What follows belongs to an exercise in optimizing a design on an open flow for small area; a production flow would make more cautious choices.
The RTL was checked by simulation tests, not by an equivalence proof against the original design.

<file path="flow/config.mk">
export PLATFORM = sky130hd
export DESIGN_NAME = rp_lock_top
export DESIGN_NICKNAME = rp_lock_top
export VERILOG_FILES = /design/flow/design.v
export SDC_FILE = /design/flow/constraint.sdc
export NUM_CORES = 4
export LEC_CHECK = 0
export CAP_MARGIN = 20
export CORE_MARGIN = 2
export CORE_UTILIZATION = 40
export SLEW_MARGIN = 20
</file>
<file path="flow/constraint.sdc">
create_clock -name core_clock -period 13.0 [get_ports {adc_clk}]
set_input_delay 2.6000 -clock core_clock [delete_from_list [all_inputs] [get_ports {adc_clk}]]
set_output_delay 2.6000 -clock core_clock [all_outputs]
set_load 0.01 [all_outputs]
</file>
<file path="flow/design.v">
package rp_sample_pkg;
  localparam int NUM_CH    = 2;    
  localparam int ADC_RAW_W = 16;   
  localparam int SAMPLE_W  = 14;   
  localparam int SUM_W     = 15;   
  typedef logic        [ADC_RAW_W-1:0] adc_raw_t;    
  typedef logic signed [SAMPLE_W-1:0]  sample_t;     
  typedef logic signed [SUM_W-1:0]     sum_t;        
  typedef logic        [SAMPLE_W-1:0]  dac_code_t;   
  localparam sample_t SAMPLE_MAX = {1'b0, {(SAMPLE_W-1){1'b1}}};   
  localparam sample_t SAMPLE_MIN = {1'b1, {(SAMPLE_W-1){1'b0}}};   
  localparam dac_code_t DAC_ZERO = {1'b0, {(SAMPLE_W-1){1'b1}}};   
endpackage
package rp_ctrl_pkg;
  localparam int GAIN_W    = 16;   
  localparam int PID_SHIFT = 12;   
  localparam int INTEG_W   = 28;   
  localparam int SUM_W     = 15;   
  localparam int PROD_W    = SUM_W + GAIN_W + 1;   
  typedef logic        [GAIN_W-1:0]  gain_t;
  typedef logic signed [INTEG_W-1:0] integ_t;
  localparam integ_t INTEG_MAX = {1'b0, {(INTEG_W-1){1'b1}}};
  localparam integ_t INTEG_MIN = {1'b1, {(INTEG_W-1){1'b0}}};
  typedef struct packed {
    logic                   enable;     
    logic signed [13:0]     setpoint;
    gain_t                  kp;         
    gain_t                  ki;         
  } pid_cfg_t;
  typedef struct packed {
    logic signed [13:0]     offset;   
    logic signed [13:0]     lo;       
    logic signed [13:0]     hi;       
  } limit_cfg_t;
  typedef struct packed {
    logic high;
    logic low;
  } railed_t;
  typedef enum logic {
    PHASE_B = 1'b0,
    PHASE_A = 1'b1
  } dac_phase_e;
endpackage
`timescale 1ns/1ps
module rp_adc_frontend (
  input  logic                                                adc_clk,
  input  logic                                                rst_n_i,
  input  rp_sample_pkg::adc_raw_t [rp_sample_pkg::NUM_CH-1:0] adc_dat_i,       
  input  rp_sample_pkg::sample_t  [rp_sample_pkg::NUM_CH-1:0] loop_dat_i,      
  input  logic                                                digital_loop_i,  
  output rp_sample_pkg::sample_t  [rp_sample_pkg::NUM_CH-1:0] sample_o
);
rp_sample_pkg::sample_t [rp_sample_pkg::NUM_CH-1:0] adc_cnv;    
rp_sample_pkg::sample_t [rp_sample_pkg::NUM_CH-1:0] sample_d;   
rp_sample_pkg::sample_t [rp_sample_pkg::NUM_CH-1:0] sample_q;
always_comb
begin
  for (int ch = 0; ch < rp_sample_pkg::NUM_CH; ch++)
  begin
    adc_cnv[ch]  = {adc_dat_i[ch][rp_sample_pkg::ADC_RAW_W-1],
                    ~adc_dat_i[ch][rp_sample_pkg::ADC_RAW_W-2:2]};
    sample_d[ch] = digital_loop_i ? loop_dat_i[ch] : adc_cnv[ch];   
  end
end
always_ff @(posedge adc_clk or negedge rst_n_i)
begin
  if (!rst_n_i)
  begin
    sample_q <= '0;
  end
  else
  begin
    sample_q <= sample_d;
  end
end
assign sample_o = sample_q;
endmodule
`timescale 1ns/1ps
module rp_pid_channel (
  input  logic                   adc_clk,
  input  logic                   rst_n_i,
  input  rp_sample_pkg::sample_t sample_i,   
  input  rp_ctrl_pkg::pid_cfg_t  cfg_i,
  input  rp_ctrl_pkg::railed_t   railed_i,   
  output rp_sample_pkg::sample_t ctrl_o      
);
rp_sample_pkg::sum_t                       err;         
logic signed [rp_ctrl_pkg::PROD_W-1:0]     p_prod;      
logic signed [rp_ctrl_pkg::PROD_W-1:0]     p_term;      
logic signed [rp_ctrl_pkg::PROD_W-1:0]     i_inc;       
logic signed [rp_ctrl_pkg::PROD_W:0]       integ_sum;   
logic signed [rp_ctrl_pkg::PROD_W-1:0]     ctrl_sum;
logic                                      i_freeze;
rp_ctrl_pkg::integ_t                       integ_d;
rp_ctrl_pkg::integ_t                       integ_q;
rp_sample_pkg::sample_t                    ctrl_d;
rp_sample_pkg::sample_t                    ctrl_q;
assign err = $signed({cfg_i.setpoint[rp_sample_pkg::SAMPLE_W-1], cfg_i.setpoint})
           - $signed({sample_i[rp_sample_pkg::SAMPLE_W-1], sample_i});
assign p_prod = err * $signed({1'b0, cfg_i.kp});
assign i_inc  = err * $signed({1'b0, cfg_i.ki});
assign p_term = p_prod >>> rp_ctrl_pkg::PID_SHIFT;
assign i_freeze = (railed_i.high && !i_inc[rp_ctrl_pkg::PROD_W-1] && (i_inc != '0))
               || (railed_i.low  &&  i_inc[rp_ctrl_pkg::PROD_W-1]);
assign integ_sum = integ_q + i_inc;
always_comb
begin
  if (!cfg_i.enable)
    integ_d = '0;                         
  else if (i_freeze)
    integ_d = integ_q;                    
  else if (integ_sum > rp_ctrl_pkg::INTEG_MAX)
    integ_d = rp_ctrl_pkg::INTEG_MAX;     
  else if (integ_sum < rp_ctrl_pkg::INTEG_MIN)
    integ_d = rp_ctrl_pkg::INTEG_MIN;
  else
    integ_d = integ_sum[rp_ctrl_pkg::INTEG_W-1:0];
end
assign ctrl_sum = p_term + (integ_q >>> rp_ctrl_pkg::PID_SHIFT);
always_comb
begin
  if (!cfg_i.enable)
    ctrl_d = '0;
  else if (ctrl_sum > rp_sample_pkg::SAMPLE_MAX)
    ctrl_d = rp_sample_pkg::SAMPLE_MAX;
  else if (ctrl_sum < rp_sample_pkg::SAMPLE_MIN)
    ctrl_d = rp_sample_pkg::SAMPLE_MIN;
  else
    ctrl_d = ctrl_sum[rp_sample_pkg::SAMPLE_W-1:0];
end
always_ff @(posedge adc_clk or negedge rst_n_i)
begin
  if (!rst_n_i)
  begin
    integ_q <= '0;
    ctrl_q  <= '0;
  end
  else
  begin
    integ_q <= integ_d;
    ctrl_q  <= ctrl_d;    
  end
end
assign ctrl_o = ctrl_q;
endmodule
`timescale 1ns/1ps
module rp_output_limiter (
  input  logic                    adc_clk,
  input  logic                    rst_n_i,
  input  rp_sample_pkg::sample_t  ctrl_i,     
  input  rp_ctrl_pkg::limit_cfg_t cfg_i,
  output rp_sample_pkg::sample_t  lim_o,      
  output rp_ctrl_pkg::railed_t    railed_o    
);
rp_sample_pkg::sum_t    sum;        
rp_sample_pkg::sample_t sat;        
rp_sample_pkg::sample_t clamp;      
rp_ctrl_pkg::railed_t   railed_d;
rp_sample_pkg::sample_t lim_q;
rp_ctrl_pkg::railed_t   railed_q;
assign sum = {ctrl_i[rp_sample_pkg::SAMPLE_W-1], ctrl_i}
           + {cfg_i.offset[rp_sample_pkg::SAMPLE_W-1], cfg_i.offset};
assign sat = (sum[rp_sample_pkg::SUM_W-1] ^ sum[rp_sample_pkg::SUM_W-2])
           ? {sum[rp_sample_pkg::SUM_W-1], {(rp_sample_pkg::SAMPLE_W-1){~sum[rp_sample_pkg::SUM_W-1]}}}
           : sum[rp_sample_pkg::SAMPLE_W-1:0];
always_comb
begin
  if ($signed(sat) >= $signed(cfg_i.hi))
    clamp = cfg_i.hi;       
  else if ($signed(sat) <= $signed(cfg_i.lo))
    clamp = cfg_i.lo;       
  else
    clamp = sat;
end
assign railed_d.high = $signed(clamp) >= $signed(cfg_i.hi);
assign railed_d.low  = $signed(clamp) <= $signed(cfg_i.lo);
always_ff @(posedge adc_clk or negedge rst_n_i)
begin
  if (!rst_n_i)
  begin
    lim_q    <= '0;
    railed_q <= '0;
  end
  else
  begin
    lim_q    <= clamp;
    railed_q <= railed_d;   
  end
end
assign lim_o    = lim_q;
assign railed_o = railed_q;
endmodule
`timescale 1ns/1ps
module rp_dac_formatter (
  input  logic                                               adc_clk,
  input  logic                                               rst_n_i,
  input  rp_sample_pkg::sample_t [rp_sample_pkg::NUM_CH-1:0] lim_i,      
  output rp_sample_pkg::dac_code_t                           dac_dat_o,  
  output logic                                               dac_sel_o   
);
rp_sample_pkg::dac_code_t [rp_sample_pkg::NUM_CH-1:0] code_d;
rp_sample_pkg::dac_code_t [rp_sample_pkg::NUM_CH-1:0] code_q;
rp_ctrl_pkg::dac_phase_e                              phase_q;
always_comb
begin
  for (int ch = 0; ch < rp_sample_pkg::NUM_CH; ch++)
  begin
    code_d[ch] = {lim_i[ch][rp_sample_pkg::SAMPLE_W-1],
                  ~lim_i[ch][rp_sample_pkg::SAMPLE_W-2:0]};
  end
end
always_ff @(posedge adc_clk or negedge rst_n_i)
begin
  if (!rst_n_i)
  begin
    code_q  <= {rp_sample_pkg::NUM_CH{rp_sample_pkg::DAC_ZERO}};   
    phase_q <= rp_ctrl_pkg::PHASE_B;    
  end
  else
  begin
    code_q  <= code_d;    
    phase_q <= (phase_q == rp_ctrl_pkg::PHASE_A) ? rp_ctrl_pkg::PHASE_B
                                                 : rp_ctrl_pkg::PHASE_A;
  end
end
assign dac_sel_o = (phase_q == rp_ctrl_pkg::PHASE_A);
assign dac_dat_o = dac_sel_o ? code_q[0] : code_q[1];
endmodule
`timescale 1ns/1ps
module rp_lock_top (
  input  logic         adc_clk,
  input  logic         rst_n_i,
  input  logic [31:0]  adc_dat_i,
  input  logic         digital_loop_i,
  input  logic [93:0]  pid_cfg_i,
  input  logic [83:0]  limit_cfg_i,
  output logic [13:0]  dac_dat_o,
  output logic         dac_sel_o,
  output logic [3:0]   railed_o
);
rp_sample_pkg::adc_raw_t   [rp_sample_pkg::NUM_CH-1:0] adc_dat;      
assign adc_dat = adc_dat_i;
rp_sample_pkg::sample_t [rp_sample_pkg::NUM_CH-1:0] adc_sample;   
rp_sample_pkg::sample_t [rp_sample_pkg::NUM_CH-1:0] pid_dat;      
rp_sample_pkg::sample_t [rp_sample_pkg::NUM_CH-1:0] lim_dat;      
rp_adc_frontend i_frontend (
  .adc_clk        (adc_clk       ),
  .rst_n_i        (rst_n_i       ),
  .adc_dat_i      (adc_dat       ),
  .loop_dat_i     (lim_dat       ),   
  .digital_loop_i (digital_loop_i),
  .sample_o       (adc_sample    )
);
generate
  for (genvar ch = 0; ch < rp_sample_pkg::NUM_CH; ch++)
  begin : g_ch
    rp_ctrl_pkg::pid_cfg_t   pid_cfg;
    rp_ctrl_pkg::limit_cfg_t limit_cfg;
    rp_ctrl_pkg::railed_t    railed;      
    assign pid_cfg   = pid_cfg_i[ch*47 +: 47];
    assign limit_cfg = limit_cfg_i[ch*42 +: 42];
    assign railed_o[ch*2 +: 2] = railed;
    rp_pid_channel i_pid (
      .adc_clk  (adc_clk       ),
      .rst_n_i  (rst_n_i       ),
      .sample_i (adc_sample[ch]),
      .cfg_i    (pid_cfg       ),
      .railed_i (railed        ),   
      .ctrl_o   (pid_dat[ch]   )
    );
    rp_output_limiter i_limit (
      .adc_clk  (adc_clk        ),
      .rst_n_i  (rst_n_i        ),
      .ctrl_i   (pid_dat[ch]    ),
      .cfg_i    (limit_cfg      ),
      .lim_o    (lim_dat[ch]    ),
      .railed_o (railed         )
    );
  end
endgenerate
rp_dac_formatter i_dac (
  .adc_clk   (adc_clk  ),
  .rst_n_i   (rst_n_i  ),
  .lim_i     (lim_dat  ),
  .dac_dat_o (dac_dat_o),
  .dac_sel_o (dac_sel_o)
);
endmodule
</file>
<file path="flow/run.sh">
#!/bin/bash
# synth_recipe.tcl (not shown) runs the flow's synth.tcl, then flattens the netlist and writes it again
# the make line also repeats each setting of config.mk as NAME=value (left out here)
make -C /OpenROAD-flow-scripts/flow DESIGN_CONFIG=/design/flow/config.mk WORK_HOME=/design/flow/orfs CLKGATE_MAP_FILE= SYNTH_SCRIPT=/design/flow/synth_recipe.tcl finish
</file>
==> notes.md <==
## flip-flops by register name, indices dropped and copies added, names as in the netlist
name	cells
i_frontend.sample_q	28
g_ch.i_limit.lim_q	28
i_dac.code_q	28
g_ch.i_pid.ctrl_q	28
g_ch.i_pid.integ_q	56
i_dac.phase_q	1
g_ch.i_limit.railed_q	4
## worst paths after layout
kind	from	end	slack, ps	cells past startpoint
min in group asynchronous	rst_n_i	g_ch[1].i_pid.ctrl_q[2]	2070	1
max in group asynchronous	rst_n_i	g_ch[1].i_limit.railed_q[1]	8820	3
worst max-delay path	pid_cfg_i[79]	g_ch[1].i_pid.integ_q[14]	350	49
worst min register to register	g_ch[0].i_limit.lim_q[4]	i_dac.code_q[4]	370	1
worst max register to register	i_frontend.sample_q[15]	g_ch[1].i_pid.integ_q[14]	2320	48
worst min-delay path	g_ch[0].i_limit.lim_q[4]	i_dac.code_q[4]	370	1
## final cells by class
type | count | area, µm² | share of cell area (%)
Timing Repair Buffer | 871 | 7536 | 12.54
Clock inverter | 13 | 102.6 | 0.1707
Inverter | 1067 | 4005 | 6.663
Tap cell | 1637 | 2048 | 3.407
Multi-Input combinational cell | 4298 | 41570 | 69.15
Clock buffer | 19 | 464.2 | 0.7722
Sequential cell | 173 | 4362 | 7.256
Antenna cell | 11 | 27.53 | 0.04579
## synth_stat cells, types with 35 or more instances
cell type  number
dfrtp_1       147
xor2_1         57
a21o_1         94
a21oi_1       240
nand3_1        52
nand2_1       655
and2_1        327
mux2i_1        47
o21a_1         59
nor3_1         53
a211oi_1       35
ha_1          722
o21ai_0       170
xnor2_1       146
nor2_1        220
nor2b_1       103
inv_1        1067
clkbuf_1      200
nand2b_1      103
fa_1          730
## kinds of logic after synthesis
group,Yosys count
flip-flops,173
adder cells (fa/ha/maj),1452
XOR/XNOR,203
buffers and inverters,1292
AND/OR/NAND/NOR,1683
AO/OA/AOI/OAI,894
multiplexers,66
## repair_timing
action / in CTS / in global routing
setup endpoints to repair: 82 / 84
gates cloned: 1 / 4
hold buffers: 0 / 0
gates resized for setup: 34 / 194
pin swaps: 13 / 127
setup buffers: 9 / 33
## per-layer routing
metal / track usage (%) / share of wire (%) / up-vias
met5: 0 / 0.12 / -
met4: 5.622 / 2.5 / 26
met3: 4.198 / 6.5 / 198
met2: 40.17 / 49 / 947
met1: 30.12 / 42 / 20740
li1: - / - / 19900
## worst max-delay path: cells and delay by family
kind,cells,cell delay [ps]
AO/OA/AOI/OAI,19,3700
adder cells (fa/ha/maj),9,3670
buffers and inverters,12,1840
AND/OR/NAND/NOR,7,770
XOR/XNOR,2,380
## layout by cell type, fill, tap and decap left out, types with 94 or more instances in the layout
cell and n:
nor2b_1 99, nand2_1 654, a21o_1 94, xnor2_1 129, o21ai_0 136, and2_1 326, buf_4 601, ha_1 710
nand2b_1 103, inv_1 1064, fa_1 720, dfrtp_1 147, a21oi_1 213, clkdlybuf4s50_1 223, nor2_1 205
## through the flow
step | util (%) | area [µm²]
3_5_place_dp | 47.03 | 58230
5_1_grt | 48.55 | 60100
3_3_place_gp | 47.03 | 58230
6_report | 48.56 | 60110
2_1_floorplan | - | 49990
4_1_cts | 47.66 | 59010
==> flow_metrics.env <==
export IMPL_status="timing/DRC/antenna clean"
export IMPL_end_kind="register"
export IMPL_maxCapViolCount=0
export IMPL_grt_max_degree=70
export IMPL_yosys_area_share_simple_pct=16.64
export IMPL_seq_area_frac_synth_pct=8.725
export IMPL_drt_iter0_markers=2406
export IMPL_setup_viol=0
export IMPL_skew_ps=23.05
export IMPL_die_y_um=357.5
export IMPL_arrival_ps=12980
export IMPL_cp_slowest_cell="fa_1"
export IMPL_synth_compound_area_share_pct=12.37
export IMPL_timing_fmax_ghz=0.07903
export IMPL_synth_adder_area_share_pct=47.30
export IMPL_yosys_top_cells_area="fa_1, ha_1, inv_1"
export IMPL_die_w_um=357.5
export IMPL_synth_nets=7428
export IMPL_vias_per_cell=5.169
export IMPL_syn_inst=5763
export IMPL_gr_total_overflow=0
export IMPL_hold_violations=0
export IMPL_gp_congestion=0.9339
export IMPL_synth_edf_count=0
export IMPL_yosys_area_top_type="fa_1"
export IMPL_dp_cells=8000
export IMPL_synth_top_area_share_pct=29.23
export IMPL_hold_slack_ps=366.3
export IMPL_drtPass1Iterations=7
export IMPL_placementRows=129
export IMPL_fin_tns_setup_ps=0
export IMPL_antenna_found_initial=27
export IMPL_dieArea_um2=127800
export IMPL_synth_mux_area_share_pct=1.369
export IMPL_syn_area_um2=49990
export IMPL_clock_path_buffers=2
export IMPL_rsz0062_at_grt="yes"
export IMPL_synth_async_reset_ratio_pct=100.0
export IMPL_tightest_slew_ps=1021
export IMPL_hp_class="reg2reg"
export IMPL_cts_root_buf="clkbuf_16"
export IMPL_clock_sinks=173
export IMPL_finalMaxSlewViolations=0
export IMPL_critical_path_max_stage_delay_ps=550
export IMPL_yosysWarnings=4
export IMPL_start_util_pct=40.38
export IMPL_cts_tree="done"
export IMPL_grt_pass1_wl_mm=235.7
export IMPL_finalCriticalPeriod_ps=12650
export IMPL_dp_slack_ps=-972.7
export IMPL_worst_slack_ps=346.2
export IMPL_layout_drive_gt1_share_pct=15.37
export IMPL_synthFlopType="dfrtp_1"
export IMPL_synth_top_family_by_area="adder cells"
export IMPL_wl_per_cell_um=18.11
export IMPL_cp_start_kind="primary input"
export IMPL_ys_types=103
export IMPL_drc_errors=0
export IMPL_io_buffers=227
export IMPL_area_delta_synth_final_pct=20.25
export IMPL_numCtsBuffers=17
export IMPL_grt_usage_pct=23.27
export IMPL_fill_cells=11840
export IMPL_htreeDepth=4
export IMPL_relSlewSlack_pct=31.95
export IMPL_core_um2=123800
export IMPL_clk_latency_ps=480
export IMPL_cp_required_ps=13330
export IMPL_drt_antenna_violating_nets=0
export IMPL_synth_xor_area_share_pct=3.557
export IMPL_cp_max_fo=8
export IMPL_clkSlewWorstSetupHoldPaths_ps=70
export IMPL_grt_pass1_vias=43820
export IMPL_finalCritPeriodShare_pct=97.34
export IMPL_io_pins=232
export IMPL_layoutNonFillerInstCount=8089
export IMPL_drt_total_wl_mm=146.5
export IMPL_routed_via_count=41810
export IMPL_syn_avg_cell_area_um2=8.674
export IMPL_critPathKind="in2reg"
export IMPL_nets=8093
export IMPL_ys_ff_latch=173
export IMPL_place_hpwl_mm=122.0

-- what the ideal ports hide --
How much do the figures lean on ideal ports? The routed layout below was timed once more, with nothing changed but the port constraints. Step 1 assumes that a clkbuf_16 drives the clock port and a buf_2 every other input. Step 2 adds t to the input delays and takes it off the output delays; t is the mean of the earliest and latest rising clock arrival at the registers after step 1. Input paths then give back, and output paths get back, about the clock's delay inside the block. Three values: ideal ports, drivers, drivers and shift; two values: the first two.
t, ns: 0.544
slack for setup (ns): 0.346 / 0.361 / -0.182
worst setup path after step 2: input to register
clock arrival spread, ns: 0.023 / 0.023
worst slew at a driven data input, ns: 0.19
With both steps, setup timing fails in this run, where it was met with ideal ports. For this run, drivers alone change the setup slack by +0.015 ns; drivers and shift together by -0.528 ns.
